This is an optimization exercise on Yosys and OpenROAD, whose aim is small area, not a production implementation.
In this exercise RTL edits were held to simulation tests only and were not proved equivalent to the original.
Power and IR drop assume default switching activity. The flow treats the clock pin as an ideal source, which a real chip does not have.

==> v27: inputs <==
==> flow/design.v <==
module dmem_block_mem (
  input  logic        clock,
  input  logic        reset,
  input  logic        read,
  input  logic        write,
  input  logic [5:0]  address,
  input  logic [31:0] writedata,
  output logic [31:0] readdata,
  output logic        busywait
);
  localparam int NTAP = 11;    
  logic [31:0] r_ring [64];
  logic [63:0] r_vld;
  logic [5:0]  r_phase;
  logic [2:0]  r_cnt;          
  logic [31:0] r_hold;
  logic [31:0] r_readdata;
  logic        w_req, w_active, w_commit_rd;
  logic [5:0]  w_pos;
  logic [NTAP-1:0] w_hit, w_rsel;
  logic        w_anyhit;
  logic [31:0] w_tap, w_hold_next;
  assign w_req    = read | write;
  assign w_active = (r_cnt == 3'd0) ? w_req : (r_cnt <= 3'd5);
  assign busywait = w_active & ~reset;
  assign readdata = r_readdata;
  assign w_pos    = address + r_phase;
  assign w_commit_rd = (r_cnt == 3'd5) & ~write;
  always_comb begin
    w_tap = 32'd0;
    for (int k = 0; k < NTAP; k++) begin
      w_hit[k]  = w_active & (w_pos == 6'(6 * k));
      w_rsel[k] = w_hit[k] & r_vld[6 * k];
      if (w_rsel[k]) w_tap = w_tap | r_ring[6 * k];
    end
  end
  assign w_anyhit    = |w_hit;
  assign w_hold_next = w_anyhit ? w_tap : r_hold;
  always_ff @(posedge clock) begin
    if (reset) begin
      r_cnt   <= 3'd0;
      r_phase <= 6'd0;
    end else begin
      r_phase <= r_phase + 6'd1;
      if (r_cnt == 3'd0) begin
        if (w_req) r_cnt <= 3'd1;
      end else if (r_cnt == 3'd6) begin
        r_cnt <= 3'd0;
      end else begin
        r_cnt <= r_cnt + 3'd1;
      end
    end
  end
  always_ff @(posedge clock) begin
    r_hold <= w_hold_next;
    if (reset)            r_readdata <= 32'd0;
    else if (w_commit_rd) r_readdata <= w_hold_next;
  end
  always_ff @(posedge clock) begin
    for (int p = 0; p < 64; p++) begin
      r_ring[(p + 1) % 64] <= r_ring[p];
      r_vld[(p + 1) % 64]  <= r_vld[p] & ~reset;
    end
    for (int k = 0; k < NTAP; k++) begin
      if (w_hit[k] & write) begin
        r_ring[6 * k + 1] <= writedata;
        r_vld[6 * k + 1]  <= ~reset;
      end
    end
  end
endmodule
==> flow/run.sh <==
#!/bin/bash
# synth_recipe.tcl (not shown) runs the flow's synth.tcl, then flattens the netlist and writes it again
# the make line also repeats each setting of config.mk as NAME=value (left out here)
make -C /OpenROAD-flow-scripts/flow DESIGN_CONFIG=/design/flow/config.mk WORK_HOME=/design/flow/orfs CLKGATE_MAP_FILE= SYNTH_SCRIPT=/design/flow/synth_recipe.tcl finish
==> flow/config.mk <==
export PLATFORM = sky130hd
export DESIGN_NAME = dmem_block_mem
export DESIGN_NICKNAME = dmem_block_mem
export VERILOG_FILES = /design/flow/design.v
export SDC_FILE = /design/flow/constraint.sdc
export NUM_CORES = 4
export LEC_CHECK = 0
export CAP_MARGIN = 20
export CORE_MARGIN = 2
export CORE_UTILIZATION = 45
export SLEW_MARGIN = 20
==> flow/constraint.sdc <==
create_clock -name core_clock -period 10.0 [get_ports {clock}]
set_input_delay 2.0000 -clock core_clock [delete_from_list [all_inputs] [get_ports {clock}]]
set_output_delay 2.0000 -clock core_clock [all_outputs]
set_load 0.01 [all_outputs]
==> v22 (differences from v27) <==
==> flow/design.v, changed modules only <==
module dmem_block_mem (
  input  logic        clock,
  input  logic        reset,
  input  logic        read,
  input  logic        write,
  input  logic [5:0]  address,
  input  logic [31:0] writedata,
  output logic [31:0] readdata,
  output logic        busywait
);
  localparam int NTAP = 11;    
  logic [31:0] r_ring [64];
  logic [5:0]  r_phase;
  logic [2:0]  r_cnt;          
  logic        r_clr;          
  logic [31:0] r_hold;
  logic [31:0] r_readdata;
  logic        w_req, w_active, w_commit_rd, w_clr;
  logic [5:0]  w_pos;
  logic [NTAP-1:0] w_hit, w_rsel, w_wsel, w_keep;
  logic        w_anyhit;
  logic [31:0] w_tap, w_hold_next;
  assign w_req    = read | write;
  assign w_active = ((r_cnt == 3'd0) ? w_req : (r_cnt <= 3'd5)) & ~reset;
  assign busywait = w_active;
  assign readdata = r_readdata;
  assign w_pos    = address + r_phase;
  assign w_clr    = reset | r_clr;
  assign w_commit_rd = (r_cnt == 3'd5) & ~write;
  always_comb begin
    w_tap = 32'd0;
    for (int k = 0; k < NTAP; k++) begin
      w_hit[k]  = w_active & (w_pos == 6'(6 * k));
      w_rsel[k] = w_hit[k] & ~w_clr;
      w_wsel[k] = w_hit[k] & write;
      w_keep[k] = ~w_wsel[k] & ~w_clr;
      w_tap = w_tap | (r_ring[6 * k] & {32{w_rsel[k]}});
    end
  end
  assign w_anyhit    = |w_hit;
  assign w_hold_next = w_anyhit ? w_tap : r_hold;
  always_ff @(posedge clock) begin
    if (reset) begin
      r_cnt   <= 3'd0;
      r_phase <= 6'd0;
      r_clr   <= 1'b1;
    end else begin
      r_phase <= r_phase + 6'd1;
      if (r_phase == 6'd4) r_clr <= 1'b0;
      if (r_cnt == 3'd0) begin
        if (w_req) r_cnt <= 3'd1;
      end else if (r_cnt == 3'd6) begin
        r_cnt <= 3'd0;
      end else begin
        r_cnt <= r_cnt + 3'd1;
      end
    end
  end
  always_ff @(posedge clock) begin
    r_hold <= w_hold_next;
    if (reset)            r_readdata <= 32'd0;
    else if (w_commit_rd) r_readdata <= w_hold_next;
  end
  always_ff @(posedge clock) begin
    for (int p = 0; p < 64; p++) begin
      if (p % 6 == 0 && p < 6 * NTAP)
        r_ring[p + 1] <= (writedata & {32{w_wsel[p / 6]}}) | (r_ring[p] & {32{w_keep[p / 6]}});
      else
        r_ring[(p + 1) % 64] <= r_ring[p];
    end
  end
endmodule
==> flow/flow/run.sh (new file) <==
#!/bin/bash
# The standard layout (standard.sh), with three changes:
#  - synthesis runs flow/synth.tcl: synth_recipe.tcl with an area-oriented ABC script;
#  - the port buffers are buf_1 cells (buffer_ports -buffer_cell), which repair may upsize;
#  - clock tree synthesis clusters up to 30 sinks per leaf buffer and inserts no dummy loads.
# make's output goes to flow.log; each ORFS step logs to orfs/logs/.
set -euo pipefail
here=$(pwd)
bash standard.sh \
  SYNTH_SCRIPT="$here/flow/synth.tcl" \
  "BUFFER_PORTS_ARGS=-buffer_cell sky130_fd_sc_hd__buf_1" \
  "CTS_ARGS=-sink_clustering_enable -repair_clock_nets -sink_clustering_size 30 -sink_clustering_max_diameter 60 -dont_use_dummy_load" \
  finish > "$here/flow.log" 2>&1
==> flow/flow/area.abc (new file) <==
strash
&get -n
&fraig -x
&put
scorr
dc2
strash
&get -n
&dch -f
&nf -R 1000
&put
==> flow/flow/synth.tcl (new file) <==
# The standard synthesis (synth_recipe.tcl), with one change: the combinational logic is
# mapped with an area-oriented ABC script (area.abc beside this file) instead of ORFS's speed
# script. Registers are mapped before ABC runs, so they are the same as the standard synthesis's.
set my_flow_dir [file dirname [file normalize [info script]]]
proc synth {args} { yosys synth -nofsm -noshare {*}$args }
proc abc {args} {
  global my_flow_dir
  set i [lsearch $args -script]
  if {$i >= 0} { set args [lreplace $args $i [expr {$i + 1}] -script $my_flow_dir/area.abc] }
  set i [lsearch $args -D]
  if {$i >= 0} { set args [lreplace $args $i [expr {$i + 1}]] }
  yosys abc {*}$args
}
source $::env(SCRIPTS_DIR)/synth.tcl
# left out here: clear keep_hierarchy, flatten, clean up, hide names made inside functions, write 1_2_yosys.v
==> flow/standard.sh (new file) <==
#!/bin/bash
# synth_recipe.tcl (not shown) runs the flow's synth.tcl, then flattens the netlist and writes it again
# the make line also repeats each setting of config.mk as NAME=value (left out here)
make -C /OpenROAD-flow-scripts/flow DESIGN_CONFIG=/design/flow/config.mk WORK_HOME=/design/flow/orfs CLKGATE_MAP_FILE= SYNTH_SCRIPT=/design/flow/synth_recipe.tcl "${@:-finish}"
--- a/flow/config.mk
+++ b/flow/config.mk
@@ -9,3 +9,3 @@
 export CORE_MARGIN = 2
-export CORE_UTILIZATION = 45
+export CORE_UTILIZATION = 70
 export SLEW_MARGIN = 20
removed: flow/run.sh
==> v10 (differences from v27) <==
==> flow/design.v, changed modules only <==
module dmem_block_mem (
  input  logic        clock,
  input  logic        reset,
  input  logic        read,
  input  logic        write,
  input  logic [5:0]  address,
  input  logic [31:0] writedata,
  output logic [31:0] readdata,
  output logic        busywait
);
  localparam int NTAP = 11;    
  logic [31:0] r_ring [64];
  logic [5:0]  r_phase;
  logic [2:0]  r_cnt;          
  logic        r_clr;          
  logic [31:0] r_hold;
  logic [31:0] r_readdata;
  logic        w_req, w_active, w_commit_rd, w_clr;
  logic [5:0]  w_pos;
  logic [NTAP-1:0] w_hit, w_rsel, w_wsel, w_keep;
  logic        w_anyhit;
  logic [31:0] w_tap, w_hold_next;
  assign w_req    = read | write;
  assign w_active = ((r_cnt == 3'd0) ? w_req : (r_cnt <= 3'd5)) & ~reset;
  assign busywait = w_active;
  assign readdata = r_readdata;
  assign w_pos    = address + r_phase;
  assign w_clr    = reset | r_clr;
  assign w_commit_rd = (r_cnt == 3'd5) & ~write;
  always_comb begin
    w_tap = 32'd0;
    for (int k = 0; k < NTAP; k++) begin
      w_hit[k]  = w_active & (w_pos == 6'(6 * k));
      w_rsel[k] = w_hit[k] & ~w_clr;
      w_wsel[k] = w_hit[k] & write;
      w_keep[k] = ~w_wsel[k] & ~w_clr;
      w_tap = w_tap | (r_ring[6 * k] & {32{w_rsel[k]}});
    end
  end
  assign w_anyhit    = |w_hit;
  assign w_hold_next = w_anyhit ? w_tap : r_hold;
  always_ff @(posedge clock) begin
    if (reset) begin
      r_cnt   <= 3'd0;
      r_phase <= 6'd0;
      r_clr   <= 1'b1;
    end else begin
      r_phase <= r_phase + 6'd1;
      if (r_phase == 6'd4) r_clr <= 1'b0;
      if (r_cnt == 3'd0) begin
        if (w_req) r_cnt <= 3'd1;
      end else if (r_cnt == 3'd6) begin
        r_cnt <= 3'd0;
      end else begin
        r_cnt <= r_cnt + 3'd1;
      end
    end
  end
  always_ff @(posedge clock) begin
    r_hold <= w_hold_next;
    if (reset)            r_readdata <= 32'd0;
    else if (w_commit_rd) r_readdata <= w_hold_next;
  end
  always_ff @(posedge clock) begin
    for (int p = 0; p < 64; p++) begin
      if (p % 6 == 0 && p < 6 * NTAP)
        r_ring[p + 1] <= (writedata & {32{w_wsel[p / 6]}}) | (r_ring[p] & {32{w_keep[p / 6]}});
      else
        r_ring[(p + 1) % 64] <= r_ring[p];
    end
  end
endmodule
==> flow/flow/run.sh (new file) <==
#!/bin/bash
# The standard layout (standard.sh), with three changes:
#  - synthesis runs flow/synth.tcl: synth_recipe.tcl with an area-oriented ABC script;
#  - the port buffers are buf_1 cells (buffer_ports -buffer_cell), which repair may upsize;
#  - clock tree synthesis uses clkbuf_8 buffers, clusters up to 20 sinks per leaf buffer and inserts no dummy loads.
# make's output goes to flow.log; each ORFS step logs to orfs/logs/.
set -euo pipefail
here=$(pwd)
bash standard.sh \
  SYNTH_SCRIPT="$here/flow/synth.tcl" \
  "BUFFER_PORTS_ARGS=-buffer_cell sky130_fd_sc_hd__buf_1" \
  "CTS_ARGS=-sink_clustering_enable -repair_clock_nets -buf_list sky130_fd_sc_hd__clkbuf_8 -sink_clustering_size 20 -sink_clustering_max_diameter 40 -dont_use_dummy_load" \
  finish > "$here/flow.log" 2>&1
==> flow/flow/area.abc (new file) <==
strash
&get -n
&fraig -x
&put
scorr
dc2
strash
&get -n
&dch -f
&nf -R 1000
&put
==> flow/flow/synth.tcl (new file) <==
# The standard synthesis (synth_recipe.tcl), with one change: the combinational logic is
# mapped with an area-oriented ABC script (area.abc beside this file) instead of ORFS's speed
# script. Registers are mapped before ABC runs, so they are the same as the standard synthesis's.
set my_flow_dir [file dirname [file normalize [info script]]]
proc synth {args} { yosys synth -nofsm -noshare {*}$args }
proc abc {args} {
  global my_flow_dir
  set i [lsearch $args -script]
  if {$i >= 0} { set args [lreplace $args $i [expr {$i + 1}] -script $my_flow_dir/area.abc] }
  set i [lsearch $args -D]
  if {$i >= 0} { set args [lreplace $args $i [expr {$i + 1}]] }
  yosys abc {*}$args
}
source $::env(SCRIPTS_DIR)/synth.tcl
# left out here: clear keep_hierarchy, flatten, clean up, hide names made inside functions, write 1_2_yosys.v
==> flow/standard.sh (new file) <==
#!/bin/bash
# synth_recipe.tcl (not shown) runs the flow's synth.tcl, then flattens the netlist and writes it again
# the make line also repeats each setting of config.mk as NAME=value (left out here)
make -C /OpenROAD-flow-scripts/flow DESIGN_CONFIG=/design/flow/config.mk WORK_HOME=/design/flow/orfs CLKGATE_MAP_FILE= SYNTH_SCRIPT=/design/flow/synth_recipe.tcl "${@:-finish}"
--- a/flow/config.mk
+++ b/flow/config.mk
@@ -9,3 +9,3 @@
 export CORE_MARGIN = 2
-export CORE_UTILIZATION = 45
+export CORE_UTILIZATION = 70
 export SLEW_MARGIN = 20
removed: flow/run.sh
==> v19 (differences from v27) <==
==> flow/design.v, changed modules only <==
module dmem_block_mem (
  input  logic        clock,
  input  logic        reset,
  input  logic        read,
  input  logic        write,
  input  logic [5:0]  address,
  input  logic [31:0] writedata,
  output logic [31:0] readdata,
  output logic        busywait
);
  localparam int NTAP = 11;    
  logic [31:0] r_ring [64];
  logic [5:0]  r_phase;
  logic [2:0]  r_cnt;          
  logic        r_clr;          
  logic [31:0] r_hold;
  logic [31:0] r_readdata;
  logic        w_req, w_active, w_commit_rd, w_clr;
  logic [5:0]  w_pos;
  logic [NTAP-1:0] w_hit, w_rsel, w_wsel, w_keep;
  logic        w_anyhit;
  logic [31:0] w_tap, w_hold_next;
  assign w_req    = read | write;
  assign w_active = ((r_cnt == 3'd0) ? w_req : (r_cnt <= 3'd5)) & ~reset;
  assign busywait = w_active;
  assign readdata = r_readdata;
  assign w_pos    = address + r_phase;
  assign w_clr    = reset | r_clr;
  assign w_commit_rd = (r_cnt == 3'd5) & ~write;
  always_comb begin
    w_tap = 32'd0;
    for (int k = 0; k < NTAP; k++) begin
      w_hit[k]  = w_active & (w_pos == 6'(6 * k));
      w_rsel[k] = w_hit[k] & ~w_clr;
      w_wsel[k] = w_hit[k] & write;
      w_keep[k] = ~w_wsel[k] & ~w_clr;
      w_tap = w_tap | (r_ring[6 * k] & {32{w_rsel[k]}});
    end
  end
  assign w_anyhit    = |w_hit;
  assign w_hold_next = w_anyhit ? w_tap : r_hold;
  always_ff @(posedge clock) begin
    if (reset) begin
      r_cnt   <= 3'd0;
      r_phase <= 6'd0;
      r_clr   <= 1'b1;
    end else begin
      r_phase <= r_phase + 6'd1;
      if (r_phase == 6'd4) r_clr <= 1'b0;
      if (r_cnt == 3'd0) begin
        if (w_req) r_cnt <= 3'd1;
      end else if (r_cnt == 3'd6) begin
        r_cnt <= 3'd0;
      end else begin
        r_cnt <= r_cnt + 3'd1;
      end
    end
  end
  always_ff @(posedge clock) begin
    r_hold <= w_hold_next;
    if (reset)            r_readdata <= 32'd0;
    else if (w_commit_rd) r_readdata <= w_hold_next;
  end
  always_ff @(posedge clock) begin
    for (int p = 0; p < 64; p++) begin
      if (p % 6 == 0 && p < 6 * NTAP)
        r_ring[p + 1] <= (writedata & {32{w_wsel[p / 6]}}) | (r_ring[p] & {32{w_keep[p / 6]}});
      else
        r_ring[(p + 1) % 64] <= r_ring[p];
    end
  end
endmodule
==> flow/flow/run.sh (new file) <==
#!/bin/bash
# The standard layout (standard.sh), with three changes:
#  - synthesis runs flow/synth.tcl: synth_recipe.tcl with an area-oriented ABC script;
#  - the port buffers are buf_1 cells (buffer_ports -buffer_cell), which repair may upsize;
#  - clock tree synthesis clusters up to 34 sinks per leaf buffer and inserts no dummy loads.
# make's output goes to flow.log; each ORFS step logs to orfs/logs/.
set -euo pipefail
here=$(pwd)
bash standard.sh \
  SYNTH_SCRIPT="$here/flow/synth.tcl" \
  "BUFFER_PORTS_ARGS=-buffer_cell sky130_fd_sc_hd__buf_1" \
  "CTS_ARGS=-sink_clustering_enable -repair_clock_nets -sink_clustering_size 34 -sink_clustering_max_diameter 70 -dont_use_dummy_load" \
  finish > "$here/flow.log" 2>&1
==> flow/flow/area.abc (new file) <==
strash
&get -n
&fraig -x
&put
scorr
dc2
strash
&get -n
&dch -f
&nf -R 1000
&put
==> flow/flow/synth.tcl (new file) <==
# The standard synthesis (synth_recipe.tcl), with one change: the combinational logic is
# mapped with an area-oriented ABC script (area.abc beside this file) instead of ORFS's speed
# script. Registers are mapped before ABC runs, so they are the same as the standard synthesis's.
set my_flow_dir [file dirname [file normalize [info script]]]
proc synth {args} { yosys synth -nofsm -noshare {*}$args }
proc abc {args} {
  global my_flow_dir
  set i [lsearch $args -script]
  if {$i >= 0} { set args [lreplace $args $i [expr {$i + 1}] -script $my_flow_dir/area.abc] }
  set i [lsearch $args -D]
  if {$i >= 0} { set args [lreplace $args $i [expr {$i + 1}]] }
  yosys abc {*}$args
}
source $::env(SCRIPTS_DIR)/synth.tcl
# left out here: clear keep_hierarchy, flatten, clean up, hide names made inside functions, write 1_2_yosys.v
==> flow/standard.sh (new file) <==
#!/bin/bash
# synth_recipe.tcl (not shown) runs the flow's synth.tcl, then flattens the netlist and writes it again
# the make line also repeats each setting of config.mk as NAME=value (left out here)
make -C /OpenROAD-flow-scripts/flow DESIGN_CONFIG=/design/flow/config.mk WORK_HOME=/design/flow/orfs CLKGATE_MAP_FILE= SYNTH_SCRIPT=/design/flow/synth_recipe.tcl "${@:-finish}"
--- a/flow/config.mk
+++ b/flow/config.mk
@@ -7,5 +7,6 @@
 export LEC_CHECK = 0
-export CAP_MARGIN = 20
+export CAP_MARGIN = 10
 export CORE_MARGIN = 2
-export CORE_UTILIZATION = 45
-export SLEW_MARGIN = 20
+export CORE_UTILIZATION = 70
+export GPL_TIMING_DRIVEN = 0
+export SLEW_MARGIN = 10
removed: flow/run.sh
==> results.py <==
metrics = {
    "route": {
        "drt-total-wl_mm": 105,
        "wl_met3_mm": 9.90,
    },
    "run_status": {
        "status": "no timing/DRC/antenna violations",
    },
    "power": {
        "p_seq_mw": 8.50,
    },
    "sta": {
        "timing.fmax_mhz": 193,
        "worstMarginPinSlew_ps": 1110,
    },
    "die": {
        "n_tap_cell": 882,
        "start_util_pct": 70.6,
    },
    "final_layout": {
        "n_fill_cell": 4082,
        "clk_share_pct": 4.11,
    },
    "yosys": {
        "synth_fa_ha_area_share_pct": 0.223,
        "synth_cell_types": 30,
    },
}
The numbers above come from v22.

==> results.py <==
metrics = {
    "run_status": {
        "status": "no timing/DRC/antenna violations",
    },
    "sta": {
        "worstMarginPinSlew_ps": 1120,
        "timing.fmax_mhz": 154,
    },
    "final_layout": {
        "clk_share_pct": 11.0,
    },
    "die": {
        "start_util_pct": 45.5,
    },
    "yosys": {
        "synth_cell_types": 61,
    },
}
The numbers above come from v27.

==> results.py <==
metrics = {
    "run_status": {
        "status": "no timing/DRC/antenna violations",
    },
    "yosys": {
        "synth_cell_types": 30,
        "yosysMostFrequentCell": "dfxtp_1",
    },
    "route": {
        "wl_met3_mm": 10.3,
    },
    "die": {
        "start_util_pct": 70.6,
    },
    "critical_path": {
        "timing.rr.end": "r_readdata[26]",
    },
    "power": {
        "p_seq_mw": 8.50,
    },
    "sta": {
        "timing.fmax_mhz": 184,
        "worstMarginPinSlew_ps": 1050,
    },
    "final_layout": {
        "n_fill_cell": 3961,
        "clk_share_pct": 3.39,
    },
}
The numbers above come from v19.

==> results.py <==
metrics = {
    "sta": {
        "worstMarginPinSlew_ps": 1100,
        "timing.fmax_mhz": 202,
    },
    "die": {
        "n_tap_cell": 882,
    },
    "route": {
        "drt-pass1-iter-count": 9,
        "wl_met3_mm": 9.68,
        "drt-total-wl_mm": 104,
    },
    "final_layout": {
        "n_fill_cell": 4107,
        "clk_share_pct": 3.92,
    },
    "yosys": {
        "synth_fa_ha_area_share_pct": 0.223,
        "synth_cell_types": 30,
    },
    "run_status": {
        "status": "no timing/DRC/antenna violations",
    },
    "power": {
        "p_seq_mw": 8.50,
    },
}
The numbers above come from v10.

what the ideal ports hide:
How much do the figures lean on ideal ports? The routed layouts below were timed once more, with nothing changed but the port constraints. Step 1, drivers: a clkbuf_16 drives clock and a buf_2 each remaining input, both assumed. Step 2 also shifts input and output timing later by t, the mid clock arrival at the registers, as if the neighbouring blocks saw the same clock. Slacks: ideal / step 1 / step 2; pairs: ideal / step 1.
run | t, ns | setup WS [ns] | clock arrival spread, ns | slew at the worst register clock pin (ns) | worst data-port slew with drivers (ns)
v27 | 0.848 | 3.502 / 3.353 / 2.945 | 0.037 / 0.038 | 0.07 / 0.07 | 0.17
v22 | 0.693 | 4.829 / 4.874 / 4.181 | 0.077 / 0.077 | 0.11 / 0.11 | 0.13
v10 | 0.838 | 5.043 / 5.067 / 4.247 | 0.092 / 0.091 | 0.11 / 0.11 | 0.14
v19 | 0.700 | 4.552 / 4.592 / 3.892 | 0.038 / 0.039 | 0.12 / 0.12 | 0.11
After both steps setup and hold are still met in every run listed. The setup slack of v10, which loses most, moves by +0.024 ns with the drivers and by -0.796 ns with both steps.
